From an optimization exercise on the open Yosys and OpenROAD flow, aimed at small area; shortcuts taken in it are not production practice.
Only simulation tests tie the RTL to the original design; equivalence was not proved.

// correlator_top
module correlator_top
(
  input  logic                 clk_in,
  input  logic                 i_rst,
  input  logic                 i_pdm_valid,
  input  logic [3-1:0] i_pdm_bits,
  output logic                 o_acc_valid,
  output logic [(((3 * (3 - 1) / 2) > 1) ? $clog2((3 * (3 - 1) / 2)) : 1)-1:0]              o_acc_bl,
  output logic [((8 > 1) ? $clog2(8) : 1)-1:0]             o_acc_lag,
  output logic signed [48-1:0]                 o_acc_data,
  output logic                 o_acc_last
);
  function automatic logic [19:0] hrom0(input logic [3:0] r);
    case (r)
      4'd0: hrom0 = 20'd3876;
      4'd1: hrom0 = 20'd3060;
      4'd2: hrom0 = 20'd2380;
      4'd3: hrom0 = 20'd1820;
      4'd4: hrom0 = 20'd1365;
      4'd5: hrom0 = 20'd1001;
      4'd6: hrom0 = 20'd715;
      4'd7: hrom0 = 20'd495;
      4'd8: hrom0 = 20'd330;
      4'd9: hrom0 = 20'd210;
      4'd10: hrom0 = 20'd126;
      4'd11: hrom0 = 20'd70;
      4'd12: hrom0 = 20'd35;
      4'd13: hrom0 = 20'd15;
      4'd14: hrom0 = 20'd5;
      4'd15: hrom0 = 20'd4840;
      default: hrom0 = '0;
    endcase
  endfunction
  function automatic logic [19:0] hrom1(input logic [3:0] r);
    case (r)
      4'd0: hrom1 = 20'd32980;
      4'd1: hrom1 = 20'd31076;
      4'd2: hrom1 = 20'd29020;
      4'd3: hrom1 = 20'd26860;
      4'd4: hrom1 = 20'd24640;
      4'd5: hrom1 = 20'd22400;
      4'd6: hrom1 = 20'd20176;
      4'd7: hrom1 = 20'd18000;
      4'd8: hrom1 = 20'd15900;
      4'd9: hrom1 = 20'd13900;
      4'd10: hrom1 = 20'd12020;
      4'd11: hrom1 = 20'd10276;
      4'd12: hrom1 = 20'd8680;
      4'd13: hrom1 = 20'd7240;
      4'd14: hrom1 = 20'd5960;
      4'd15: hrom1 = 20'd34690;
      default: hrom1 = '0;
    endcase
  endfunction
  function automatic logic [19:0] hrom2(input logic [3:0] r);
    case (r)
      4'd0: hrom2 = 20'd26860;
      4'd1: hrom2 = 20'd29020;
      4'd2: hrom2 = 20'd31076;
      4'd3: hrom2 = 20'd32980;
      4'd4: hrom2 = 20'd34690;
      4'd5: hrom2 = 20'd36170;
      4'd6: hrom2 = 20'd37390;
      4'd7: hrom2 = 20'd38326;
      4'd8: hrom2 = 20'd38960;
      4'd9: hrom2 = 20'd39280;
      4'd10: hrom2 = 20'd39280;
      4'd11: hrom2 = 20'd38960;
      4'd12: hrom2 = 20'd38326;
      4'd13: hrom2 = 20'd37390;
  ...
Settings: LEC_CHECK=0, ABC_AREA=1, CAP_MARGIN=10, CORE_MARGIN=2, CORE_UTILIZATION=55, SLEW_MARGIN=10; clock period 20.0 ns.
standard.sh (not shown) runs the stock make flow with config.mk's settings and CLKGATE_MAP_FILE= SYNTH_SCRIPT=/design/flow/synth_recipe.tcl, a recipe that flattens the netlist after the stock synthesis.
==> flow/flow/run.sh <==
#!/bin/bash
# Standard layout with these changes to how it is made:
#  - synthesis maps logic with an area-oriented ABC script (flow/abc_area.script,
#    used through ABC_AREA=1) from a copy of the ORFS scripts folder;
#  - after synthesis, flow/postsynth.py maps the combinational logic again
#    (registers, adders and their names untouched) and keeps the smaller netlist;
#  - the clock tree uses small leaf clusters of clkbuf_4 and no dummy loads;
#  - ports are buffered with buf_1.
# Each tool's output goes to a log file in this folder.
set -euo pipefail
HERE=$(pwd)
rm -rf "$HERE/scripts_mod" "$HERE/post"
cp -r "$FLOW_HOME/scripts" "$HERE/scripts_mod"
cp "$HERE/flow/abc_area.script" "$HERE/scripts_mod/abc_area.script"
CTS="-sink_clustering_enable -repair_clock_nets -dont_use_dummy_load -sink_clustering_size 8 -sink_clustering_max_diameter 80 -buf_list sky130_fd_sc_hd__clkbuf_4"
ARGS=("SCRIPTS_DIR=$HERE/scripts_mod" "CTS_ARGS=$CTS" "BUFFER_PORTS_ARGS=-buffer_cell sky130_fd_sc_hd__buf_1")
bash standard.sh "${ARGS[@]}" synth > make_synth.log 2>&1
RES="$HERE/orfs/results/$FLOW_PLATFORM/correlator_top/base"
LIB="$FLOW_HOME/platforms/$FLOW_PLATFORM/lib/sky130_fd_sc_hd__tt_025C_1v80.lib"
if [[ -x "$FLOW_HOME/../tools/install/yosys/bin/yosys" ]]; then
  export YOSYS_BIN="$FLOW_HOME/../tools/install/yosys/bin/yosys"
fi
cp "$RES/1_2_yosys.v" "$HERE/1_2_yosys.std.v"
python3 "$HERE/flow/postsynth.py" "$LIB" "$FLOW_TOP" "$HERE/1_2_yosys.std.v" "$HERE/1_2_yosys.post.v" \
  "$HERE/post" 6 "$HERE/flow/reabc1.script,$HERE/flow/reabc2.script,$HERE/flow/reabc3.script" \
  > postsynth.log 2>&1
cp "$HERE/1_2_yosys.post.v" "$RES/1_2_yosys.v"
rm -f "$RES/1_synth.odb" "$RES/1_synth.sdc"
bash standard.sh "${ARGS[@]}" finish > make_finish.log 2>&1
Other scripts of this flow, unchanged in this note and not shown: flow/flow/abc_area.script, flow/flow/fa_polarity.py, flow/flow/gen_cells.py, flow/flow/postsynth.py, flow/flow/reabc.ys.tpl, flow/flow/reabc1.script, flow/flow/reabc2.script, flow/flow/reabc3.script
Next try:
--- a/flow/design.v
+++ b/flow/design.v
@@ -12,19 +12,19 @@
   always_comb begin
     b_ext = {b, 1'b0};
     for (int i = 0; i < 9; i++) begin
       logic q0, q1, q2, one, two;
       q0    = b_ext[2*i];
       q1    = b_ext[2*i+1];
       q2    = b_ext[2*i+2];
       ng[i] = q2 & ~(q1 & q0);
       one   = q1 ^ q0;
-      two   = (q2 & ~q1 & ~q0) | (~q2 & q1 & q0);
+      two   = (i == 8) ? 1'b0 : ((q2 & ~q1 & ~q0) | (~q2 & q1 & q0));
       for (int j = 0; j < 19; j++) begin
         pp[i][j] = ((one & ((j < 18) ? a[j] : a[17])) | (two & ((j > 0) ? a[j-1] : 1'b0))) ^ ng[i];
       end
     end
   end
   logic [411:0] w;
   assign w[0] = acc_in[14] ^ pp[0][14];
   assign w[1] = acc_in[14] & pp[0][14];
   assign w[2] = acc_in[15] ^ pp[0][15];
@@ -555,35 +555,34 @@
       4'd14: hrom4 = 12'd1001;
       4'd15: hrom4 = 12'd0;
       default: hrom4 = '0;
     endcase
   endfunction
   logic [1:0]  phase;       
   logic [1:0]  pend;        
   logic [2:0]  bits_q;
   logic [3:0]  r_cnt;       
-  logic [3:0]  r_proc;      
   logic [1:0]  s_cnt;       
   logic [19:0] a0 [3];
   logic [19:0] a1 [3];
   logic [19:0] a2 [3];
   logic [17:0] a3 [3];
   logic [11:0] a4 [3];
   logic        busy, b, last;
   logic [3:0]  r_sel;
   logic [19:0] n0, n1, n2;
   logic [17:0] n3;
   logic [11:0] n4;
   logic [20:0] y;
   logic [17:0] smp;
   assign busy  = i_pdm_valid || (pend != 2'd0);
   assign b     = i_pdm_valid ? i_pdm_bits[phase] : (busy & bits_q[phase]);
-  assign r_sel = i_pdm_valid ? r_cnt : r_proc;
+  assign r_sel = i_pdm_valid ? r_cnt : r_cnt - 4'd1;
   assign last  = busy && (r_sel == 4'd15);
   function automatic logic [19:0] rca20(input logic [19:0] x, input logic [19:0] z);
     logic c;
     c = 1'b0;
     for (int i = 0; i < 20; i++) begin
       rca20[i] = x[i] ^ z[i] ^ c;
       c = (x[i] & z[i]) | (c & (x[i] ^ z[i]));
     end
   endfunction
@@ -630,19 +629,18 @@
     a0[0] <= a0[1]; a0[1] <= a0[2]; a0[2] <= n0;
     a1[0] <= a1[1]; a1[1] <= a1[2]; a1[2] <= n1;
     a2[0] <= a2[1]; a2[1] <= a2[2]; a2[2] <= n2;
     a3[0] <= a3[1]; a3[1] <= a3[2]; a3[2] <= n3;
     a4[0] <= a4[1]; a4[1] <= a4[2]; a4[2] <= n4;
   end
   always_ff @(posedge clk_in) begin
     if (i_pdm_valid) begin
       bits_q <= i_pdm_bits;
-      r_proc <= r_cnt;
     end
   end
   localparam int N0 = 4;
   localparam int N1 = 10;
   localparam int N2 = 12;
   logic signed [17:0] r0 [N0];
   logic signed [17:0] r1 [N1];
   logic signed [17:0] r2 [N2];
   logic signed [17:0] hold0, hold1, hold2;
After rerunning: The new run produced a clean layout; clock-buffer cell count falls by 2; synthesized cell count fell by 1.0%; global-route usage shrinks by 0.49 points; die area shrinks by 0.78%; hold slack improved by 35 ps; final cell count shrinks by about 2%; area after synthesis goes down by about 0.8%.

[what the ideal ports hide]
In the flow no input, the clock included, has a driving cell. The finished layouts below were timed again as built, in two steps.
Step 1 assumes that a clkbuf_16 drives the clock port and a buf_2 every other input.
Step 2 adds t to the input delays and takes it off the output delays; t is the mean of the earliest and latest rising clock arrival at the registers after step 1. Input paths then give back, and output paths get back, about the clock's delay inside the block.
a / b / c = ideal ports / drivers / drivers and shift; a / b = the first two.
run | t (ns) | setup WS [ns] | worst slew at a driven data input, ns
the first run | 0.942 | 0.713 / 0.713 / 0.713 | 0.09
the second run | 0.959 | 0.670 / 0.670 / 0.670 | 0.03
After both steps every run listed still meets setup and hold.
